Context: an optimization exercise on an open-source flow, tuned for small area, a short achievable clock period and few clock cycles. The choices shown serve that exercise and are no tape-out recipe.
Function was checked by simulation only, so behaviour that the tests miss may differ from the original.

===== flow/constraint.sdc =====
create_clock -name core_clock -period 25.0 [get_ports {clock}]
set_input_delay 5.0000 -clock core_clock [delete_from_list [all_inputs] [get_ports {clock}]]
set_output_delay 5.0000 -clock core_clock [all_outputs]
set_load 0.01 [all_outputs]

===== flow/flow/run.sh =====
#!/bin/bash
# Own layout flow: the standard layout (standard.sh) with these changes.
#  1. Synthesis maps the logic with flow/abc_map.script (see flow/synth.tcl).
#  2. ORFS's repair_timing steps aim for a setup margin of SETUP_MARGIN ns, so
#     that the layout reaches a shorter period than the 25 ns it is built for.
#  3. Ports are buffered with PORT_BUF instead of ORFS's default delay cell.
#  4. Yosys does not extract half/full adders (ADDER_MAP_FILE empty), which
#     here only break up the XOR logic that ABC maps better on its own.
# make's output goes to layout.log; each ORFS step keeps its own log under
# orfs/logs/.
set -euo pipefail
W=$(pwd)
SETUP_MARGIN=${SETUP_MARGIN:-18.8}
PORT_BUF=${PORT_BUF:-sky130_fd_sc_hd__buf_1}
bash standard.sh SYNTH_SCRIPT="$W/flow/synth.tcl" SETUP_SLACK_MARGIN=$SETUP_MARGIN \
  BUFFER_PORTS_ARGS="-buffer_cell $PORT_BUF" ADDER_MAP_FILE= SETUP_MOVE_SEQUENCE=unbuffer,sizeup,swap finish > "$W/layout.log" 2>&1

===== flow/flow/abc_map.script =====
strash
&get -n
&st
&dch
&nf -R 50
&st
&dch
&nf -R 50
&st
&dch
&nf -R 50
&put

===== flow/config.mk =====
export PLATFORM = sky130hd
export DESIGN_NAME = aesTop
export DESIGN_NICKNAME = aesTop
export VERILOG_FILES = /design/flow/design.v
export SDC_FILE = /design/flow/constraint.sdc
export NUM_CORES = 4
export LEC_CHECK = 0
export CAP_MARGIN = 20
export CORE_MARGIN = 2
export CORE_UTILIZATION = 40
export CTS_CLUSTER_DIAMETER = 100
export CTS_CLUSTER_SIZE = 20
export SLEW_MARGIN = 20

===== flow/design.v =====
package aesTypesPkg;
	typedef logic [128-1:0] aesBlock;
	typedef logic [4*8-1:0] aesWord;
	typedef logic [8-1:0] aesByte;
	function automatic aesByte xtime(input aesByte b);
		xtime = {b[6:0], 1'b0} ^ (b[7] ? 8'h1B : 8'h00);
	endfunction
	function automatic aesBlock shiftRows(input aesBlock b);
		aesBlock s;
		s = '0;
		for (int c = 0; c < 4; c++) begin
			for (int r = 0; r < 4; r++)
				s[127 - 8*(r + 4*c) -: 8] = b[127 - 8*(r + 4*((c + r) % 4)) -: 8];  
		end
		shiftRows = s;
	endfunction
	function automatic aesBlock mixDelta(input aesBlock b);
		aesBlock m;
		aesByte a0, a1, a2, a3, t;
		m = '0;
		for (int c = 0; c < 4; c++) begin
			a0 = b[127 - 32*c -: 8];
			a1 = b[119 - 32*c -: 8];
			a2 = b[111 - 32*c -: 8];
			a3 = b[103 - 32*c -: 8];
			t = a0 ^ a1 ^ a2 ^ a3;
			m[127 - 32*c -: 32] = {
				t ^ xtime(a0 ^ a1),
				t ^ xtime(a1 ^ a2),
				t ^ xtime(a2 ^ a3),
				t ^ xtime(a3 ^ a0)};
		end
		mixDelta = m;
	endfunction
	function automatic aesByte rcon(input logic [3:0] r);
		case (r)
			4'd1: rcon = 8'h01;
			4'd2: rcon = 8'h02;
			4'd3: rcon = 8'h04;
			4'd4: rcon = 8'h08;
			4'd5: rcon = 8'h10;
			4'd6: rcon = 8'h20;
			4'd7: rcon = 8'h40;
			4'd8: rcon = 8'h80;
			4'd9: rcon = 8'h1b;
			4'd10: rcon = 8'h36;
			default: rcon = 8'h00;
		endcase
	endfunction
endpackage
package aesCtrlPkg;
	typedef logic [3:0] roundCount;
endpackage
module aesSbox (
	input aesTypesPkg::aesByte inByte,
	output aesTypesPkg::aesByte outByte
);
	logic U0, U1, U2, U3, U4, U5, U6, U7;
	logic T1, T2, T3, T4, T5, T6, T7, T8, T9, T10, T11, T12, T13, T14;
	logic T15, T16, T17, T18, T19, T20, T21, T22, T23, T24, T25, T26, T27;
	logic M1, M2, M3, M4, M5, M6, M7, M8, M9, M10, M11, M12, M13, M14, M15, M16;
	logic M17, M18, M19, M20, M21, M22, M23, M24, M25, M26, M27, M28, M29, M30, M31, M32;
	logic M33, M34, M35, M36, M37, M38, M39, M40, M41, M42, M43, M44, M45, M46, M47, M48;
	logic M49, M50, M51, M52, M53, M54, M55, M56, M57, M58, M59, M60, M61, M62, M63;
	logic L0, L1, L2, L3, L4, L5, L6, L7, L8, L9, L10, L11, L12, L13, L14;
	logic L15, L16, L17, L18, L19, L20, L21, L22, L23, L24, L25, L26, L27, L28, L29;
	assign {U0, U1, U2, U3, U4, U5, U6, U7} = inByte;
	assign T1 = U0 ^ U3;
	assign T2 = U0 ^ U5;
	assign T3 = U0 ^ U6;
	assign T4 = U3 ^ U5;
	assign T5 = U4 ^ U6;
	assign T6 = T1 ^ T5;
	assign T7 = U1 ^ U2;
	assign T8 = U7 ^ T6;
	assign T9 = U7 ^ T7;
	assign T10 = T6 ^ T7;
	assign T11 = U1 ^ U5;
	assign T12 = U2 ^ U5;
	assign T13 = T3 ^ T4;
	assign T14 = T6 ^ T11;
	assign T15 = T5 ^ T11;
	assign T16 = T5 ^ T12;
	assign T17 = T9 ^ T16;
	assign T18 = U3 ^ U7;
	assign T19 = T7 ^ T18;
	assign T20 = T1 ^ T19;
	assign T21 = U6 ^ U7;
	assign T22 = T7 ^ T21;
	assign T23 = T2 ^ T22;
	assign T24 = T2 ^ T10;
	assign T25 = T20 ^ T17;
	assign T26 = T3 ^ T16;
	assign T27 = T1 ^ T12;
	assign M1 = T13 & T6;
	assign M2 = T23 & T8;
	assign M3 = T14 ^ M1;
	assign M4 = T19 & U7;
	assign M5 = M4 ^ M1;
	assign M6 = T3 & T16;
	assign M7 = T22 & T9;
	assign M8 = T26 ^ M6;
	assign M9 = T20 & T17;
	assign M10 = M9 ^ M6;
	assign M11 = T1 & T15;
	assign M12 = T4 & T27;
	assign M13 = M12 ^ M11;
	assign M14 = T2 & T10;
	assign M15 = M14 ^ M11;
	assign M16 = M3 ^ M2;
	assign M17 = M5 ^ T24;
	assign M18 = M8 ^ M7;
	assign M19 = M10 ^ M15;
	assign M20 = M16 ^ M13;
	assign M21 = M17 ^ M15;
	assign M22 = M18 ^ M13;
	assign M23 = M19 ^ T25;
	assign M24 = M22 ^ M23;
	assign M25 = M22 & M20;
	assign M26 = M21 ^ M25;
	assign M27 = M20 ^ M21;
	assign M28 = M23 ^ M25;
	assign M29 = M28 & M27;
	assign M30 = M26 & M24;
	assign M31 = M20 & M23;
	assign M32 = M27 & M31;
	assign M33 = M27 ^ M25;
	assign M34 = M21 & M22;
	assign M35 = M24 & M34;
	assign M36 = M24 ^ M25;
	assign M37 = M21 ^ M29;
	assign M38 = M32 ^ M33;
	assign M39 = M23 ^ M30;
	assign M40 = M35 ^ M36;
	assign M41 = M38 ^ M40;
	assign M42 = M37 ^ M39;
	assign M43 = M37 ^ M38;
	assign M44 = M39 ^ M40;
	assign M45 = M42 ^ M41;
	assign M46 = M44 & T6;
	assign M47 = M40 & T8;
	assign M48 = M39 & U7;
	assign M49 = M43 & T16;
	assign M50 = M38 & T9;
	assign M51 = M37 & T17;
	assign M52 = M42 & T15;
	assign M53 = M45 & T27;
	assign M54 = M41 & T10;
	assign M55 = M44 & T13;
	assign M56 = M40 & T23;
	assign M57 = M39 & T19;
	assign M58 = M43 & T3;
	assign M59 = M38 & T22;
	assign M60 = M37 & T20;
	assign M61 = M42 & T1;
	assign M62 = M45 & T4;
	assign M63 = M41 & T2;
	assign L0 = M61 ^ M62;
	assign L1 = M50 ^ M56;
	assign L2 = M46 ^ M48;
	assign L3 = M47 ^ M55;
	assign L4 = M54 ^ M58;
	assign L5 = M49 ^ M61;
	assign L6 = M62 ^ L5;
	assign L7 = M46 ^ L3;
	assign L8 = M51 ^ M59;
	assign L9 = M52 ^ M53;
	assign L10 = M53 ^ L4;
	assign L11 = M60 ^ L2;
	assign L12 = M48 ^ M51;
	assign L13 = M50 ^ L0;
	assign L14 = M52 ^ M61;
	assign L15 = M55 ^ L1;
	assign L16 = M56 ^ L0;
	assign L17 = M57 ^ L1;
	assign L18 = M58 ^ L8;
	assign L19 = M63 ^ L4;
	assign L20 = L0 ^ L1;
	assign L21 = L1 ^ L7;
	assign L22 = L3 ^ L12;
	assign L23 = L18 ^ L2;
	assign L24 = L15 ^ L9;
	assign L25 = L6 ^ L10;
	assign L26 = L7 ^ L9;
	assign L27 = L8 ^ L10;
	assign L28 = L11 ^ L14;
	assign L29 = L11 ^ L17;
	assign outByte = {
		L6 ^ L24,
		~(L16 ^ L26),
		~(L19 ^ L28),
		L6 ^ L21,
		L20 ^ L22,
		L25 ^ L29,
		~(L13 ^ L27),
		~(L6 ^ L23)};
endmodule
module aesKeySchedule (
	input logic clock,
	input logic idle,
	input aesTypesPkg::aesByte rcon,
	input aesTypesPkg::aesBlock key,
	output aesTypesPkg::aesBlock roundKey
);
	aesTypesPkg::aesBlock keyReg;
	aesTypesPkg::aesBlock nextKey;
	aesTypesPkg::aesWord w0, w1, w2, w3;
	aesTypesPkg::aesWord rotWord;
	aesTypesPkg::aesWord subWord;
	aesTypesPkg::aesWord g;
	assign {w0, w1, w2, w3} = keyReg;
	assign rotWord = {w3[23:0], w3[31:24]};
	for (genvar i = 0; i < 4; i++) begin : genSubWord
		aesSbox uSbox (
			.inByte(rotWord[8*i +: 8]),
			.outByte(subWord[8*i +: 8])
		);
	end
	assign g = subWord ^ {rcon, 24'h000000};
	assign nextKey[127:96] = w0 ^ g;
	assign nextKey[95:64] = w1 ^ nextKey[127:96];
	assign nextKey[63:32] = w2 ^ nextKey[95:64];
	assign nextKey[31:0] = w3 ^ nextKey[63:32];
	assign roundKey = idle ? key : nextKey;
	always_ff @(posedge clock)
		keyReg <= roundKey;
endmodule
module aesRoundDatapath (
	input logic clock,
	input logic idle,
	input logic enable,
	input logic lastRound,
	input aesTypesPkg::aesBlock plainText,
	input aesTypesPkg::aesBlock roundKey,
	output aesTypesPkg::aesBlock cipherText
);
	aesTypesPkg::aesBlock stateReg;
	aesTypesPkg::aesBlock subBytes;
	aesTypesPkg::aesBlock shifted;
	aesTypesPkg::aesBlock base;
	aesTypesPkg::aesBlock delta;
	logic noMix;
	for (genvar i = 0; i < 16; i++) begin : genSubBytes
		aesSbox uSbox (
			.inByte(stateReg[8*i +: 8]),
			.outByte(subBytes[8*i +: 8])
		);
	end
	assign shifted = aesTypesPkg::shiftRows(subBytes);
	assign noMix = idle || lastRound;
	assign base = (idle ? plainText : shifted) ^ roundKey;
	assign delta = aesTypesPkg::mixDelta(shifted) & {128{~noMix}};
	always_ff @(posedge clock) begin
		if (enable)
			stateReg <= base ^ delta;
	end
	assign cipherText = stateReg;
endmodule
module aesSequencer (
	input logic clock,
	input logic reset,
	input logic start,
	output logic idle,
	output logic enable,
	output logic lastRound,
	output aesTypesPkg::aesByte rcon,
	output logic done
);
	aesCtrlPkg::roundCount round;  
	logic idleReg;
	logic doneReg;
	assign idle = idleReg;
	assign enable = start || !idleReg;
	assign lastRound = (round == 4'd10);
	assign rcon = aesTypesPkg::rcon(round);
	always_ff @(posedge clock or posedge reset) begin
		if (reset) begin
			round <= 4'd0;
			idleReg <= 1'b1;
			doneReg <= 1'b0;
		end else if (idleReg) begin
			if (start) begin
				round <= 4'd1;
				idleReg <= 1'b0;
				doneReg <= 1'b0;
			end
		end else begin
			round <= lastRound ? 4'd0 : round + 4'd1;
			idleReg <= lastRound;
			doneReg <= lastRound;
		end
	end
	assign done = doneReg;
endmodule
module aesTop (
	input logic clock,
	input logic reset,
	input logic start,
	input aesTypesPkg::aesBlock plainText,
	input aesTypesPkg::aesBlock key,
	output aesTypesPkg::aesBlock cipherText,
	output logic done
);
	aesTypesPkg::aesBlock roundKey;
	aesTypesPkg::aesByte rcon;
	logic idle, enable, lastRound;
	aesSequencer uSequencer (
		.clock(clock),
		.reset(reset),
		.start(start),
		.idle(idle),
		.enable(enable),
		.lastRound(lastRound),
		.rcon(rcon),
		.done(done)
	);
	aesKeySchedule uKeys (
		.clock(clock),
		.idle(idle),
		.rcon(rcon),
		.key(key),
		.roundKey(roundKey)
	);
	aesRoundDatapath uDatapath (
		.clock(clock),
		.idle(idle),
		.enable(enable),
		.lastRound(lastRound),
		.plainText(plainText),
		.roundKey(roundKey),
		.cipherText(cipherText)
	);
endmodule

===== flow/standard.sh =====
#!/bin/bash
# synth_recipe.tcl (not shown) runs the flow's synth.tcl, then flattens the netlist and writes it again
# the make line also repeats each setting of config.mk as NAME=value (left out here)
make -C /OpenROAD-flow-scripts/flow DESIGN_CONFIG=/design/flow/config.mk WORK_HOME=/design/flow/orfs CLKGATE_MAP_FILE= SYNTH_SCRIPT=/design/flow/synth_recipe.tcl "${@:-finish}"

===== flow/flow/synth.tcl =====
set my_abc_script [file join [file dirname [info script]] abc_map.script]
proc synth {args} { yosys synth -nofsm -noshare {*}$args }
proc abc {args} {
  global my_abc_script
  set i [lsearch -exact $args -script]
  if {$i >= 0} { set args [lreplace $args [expr {$i + 1}] [expr {$i + 1}] $my_abc_script] }
  yosys abc {*}$args
}
source $::env(SCRIPTS_DIR)/synth.tcl
# left out here: clear keep_hierarchy, flatten, clean up, hide names made inside functions, write 1_2_yosys.v

==> notes.md <==
per-layer routing:
| layer | up-vias | wire, um | global-route usage, % |
|---|---|---|---|
| met5 | - | 30 | 0 |
| met4 | 4 | 4710 | 8.83 |
| met3 | 154 | 8350 | 2.88 |
| met2 | 1147 | 56500 | 44.7 |
| met1 | 14017 | 55100 | 38.5 |
| li1 | 14287 | - | - |
through the flow:
step | hold slack (ps) | cells | utilization, %
CTS | 529 | 5652 | 45.8
global placement | 478 | 5619 | 44.1
detailed placement | 510 | 5619 | 44.1
floorplan | 497 | 4150 | -
finish | 522 | 5657 | 48.3
global route | 542 | 5656 | 48.3
timing repair:
| action | 4_1_cts | 5_1_grt |
|---|---|---|
| buffers inserted | 0 | 0 |
| setup endpoints to repair | 183 | 261 |
| pin swaps | 0 | 25 |
| endpoints found under the hold margin | 0 | 0 |
| resized for setup | 210 | 312 |
state kept, by name, summed over array words and instances, names as in the netlist:
register            flops
uDatapath.stateReg    128
uKeys.keyReg          128
uSequencer.round        4
uSequencer.doneReg      1
uSequencer.idleReg      1
kinds of logic (layout without fill, tap and decap cells):
logic type      after synthesis  count (layout)
compound gates              563             563
xor+xnor                   2023            2023
buf+inv                      52             484
flops                       262             262
mux                         110             110
other cells                   0               5
simple gates               1140            1140
synthesized netlist by cell type, types with 2 or more instances:
cell type | number | share of area [%]
o21bai_1 | 3 | 0.067
nor3b_1 | 2 | 0.045
dfrtp_1 | 5 | 0.37
a21boi_0 | 5 | 0.11
edfxtp_1 | 128 | 12
or3_1 | 5 | 0.094
a31oi_1 | 13 | 0.24
clkinv_1 | 52 | 0.58
nand3_1 | 23 | 0.34
a21oi_1 | 167 | 2.5
nor3_1 | 10 | 0.15
or4_1 | 2 | 0.045
and3_1 | 9 | 0.17
o31ai_1 | 3 | 0.067
a211oi_1 | 9 | 0.20
nor4_1 | 2 | 0.037
a311oi_1 | 2 | 0.052
a22oi_1 | 4 | 0.090
nand2_1 | 498 | 5.6
o21ai_0 | 283 | 4.2
a21o_1 | 27 | 0.61
o22a_1 | 3 | 0.079
o211ai_1 | 20 | 0.45
nor2_1 | 455 | 5.1
mux2i_1 | 90 | 2.7
nor2b_1 | 21 | 0.39
xor2_1 | 617 | 16
nor4b_1 | 4 | 0.10
mux2_1 | 20 | 0.67
dfxtp_1 | 128 | 7.7
xnor2_1 | 1405 | 37
o22ai_1 | 19 | 0.36
and2_0 | 30 | 0.56
nand3b_1 | 2 | 0.045
nand2b_1 | 54 | 1.0
or2_0 | 22 | 0.41
final cells by class:
type,count,area [um2],area share (%)
diodes,5,12.5,0.0314
clock buffers,27,505,1.27
clock inverters,6,77.6,0.195
inverters,52,221,0.557
multi-input cells,3836,29100,73.1
flip-flops and latches,262,6570,16.5
well taps,1070,1340,3.36
repair buffers,399,1980,4.97
worst min path at each step:
stage | cells after the start | from | to
after floorplan | 1 | uKeys.keyReg[3] | uKeys.keyReg[3]
after global placement | 2 | uSequencer.doneReg | uSequencer.doneReg
after detailed placement | 2 | uSequencer.doneReg | uSequencer.doneReg
after CTS | 2 | uSequencer.doneReg | uSequencer.doneReg
after global routing | 2 | uSequencer.doneReg | uSequencer.doneReg
final | 2 | uSequencer.doneReg | uSequencer.doneReg
==> out/results.ini <==
[worst_setup_path]
worst-path-buf-inv=1
path_cells=buf_1
critPathLaunchType=flip-flop
cp-end-kind=primary output
cp_slowest_cell=edfxtp_1
path_depth=1
cpPeakStageDelay_ps=720
cp_max_fo=5
crit_required_ps=20000
reg2reg_depth=21
r2r_end=uDatapath.stateReg[34]
endpoint=cipherText[112]
cp_top_family=flip-flops
reg2reg_slack_ps=18860
crit_type=reg2out
reg2reg_from=uDatapath.stateReg[105]
arrival_ps=1490
worstSetupStartpoint=uDatapath.stateReg[112]

[run]
maxCapViolCount=0

[clock_tree]
cts_tree=done
numCtsBuffers=19
cts_sinks=262
root_buffer=clkbuf_16
clk_latency_ps=560
path_clk_slew_ps=100
htreeDepth=1
cts_buffer_depth=3
cts_hold_buf=0

[detailed_routing]
num_vias=29609
routed_wl_mm=125
drtIter0Drc=2917
via_per_inst=5.23
routedWlPerCell_um=22.0
ant_nets=0
drc=0
firstDrtPassIters=5

[timing]
fin_crit_sh_pct=26.0
grt_setup_unrepaired=true
fmax_mhz=154
layout_setup_ws_ps=18510
skew_ps=28.3
max_slew_margin_pct=38.4
finalCriticalPeriod_ps=6490
hold_viol_final=0
worstMarginPinSlew_ps=925
maxSlewViolCount=0
setup_viol=0
setup_tns_ps=0

[floorplan]
fp.coreArea_um2=82400
io-pin-count=388
start_util_pct=40.6
dieArea_um2=85900
num_rows=105
die_w_um=293
die_h_um=293

[synthesis]
synthFlopType=edfxtp_1
synth_top_family_by_area=XOR/XNOR gates
netlist_area_um2=33400
synthSimpleGateAreaFrac_pct=14.1
ys_warn_count=3
async_flop_share_pct=2.29
ys_seq_elements=262
synthDistinctLibCells=44
synthesis.instances=4150
synthAdderAreaFrac_pct=0
synth_edf_count=128
avgSynthCellArea_um2=8.05
post_synth_mux_area_share_pct=3.37
syn_nets=4409
ys_seq_area_share_pct=19.6
synth_compound_area_share_pct=9.19
synth_xor_xnor_area_share_pct=53.1

[placement]
pre_cts_slack_ps=18320
placed_area_um2=36300
portBuffers=387
place_congestion=1.00
dp_hpwl_mm=104

[grt]
first_global_vias=27688
overflow=0
grt_antenna_before_repair=14
grt.total_usage_pct=27.7
grt_pass1_wl_mm=178
grt_max_degree=130

[layout]
drive_gt1_share_pct=9.17
nNetsFinal=4829
synthToLayoutAreaGrowth_pct=19.1
final_area_um2=39800
most-common-layout-cells=xnor2_1, xor2_1, nand2_1
nFillCells=8112
mostFrequentLayoutCell=xnor2_1

[min_path]
hold_class=reg2reg

[outcome]
status=no timing/DRC/antenna violations

Testbench counts, summed over its fixed seeds: cycles 26,400.

## port drivers added, routing unchanged
The results above use ideal ports. As a check the final layout listed here was re-extracted and re-timed, cells and wires unchanged.
Step 1 sets driving cells, clkbuf_16 on the clock port and buf_2 on the other inputs (assumed; they add their load-dependent delay and slew).
Step 2 moves the port delays by t, midway between the first and last clock arrival at a register: inputs arrive t later, outputs are due t later. That takes back most of the time a late clock gives input paths.
Three values: ideal ports, drivers, drivers and shift; two values: the first two.
shift t [ns]: 0.603
setup WS [ns]: 18.511 / 18.449 / 18.537
hold slack, ns: 0.522 / 0.522 / 0.522
pins driven straight from the clock port: 1
After both steps this run still meets setup and hold. For this run, drivers alone change the setup slack by -0.062 ns; drivers and shift together by +0.026 ns.
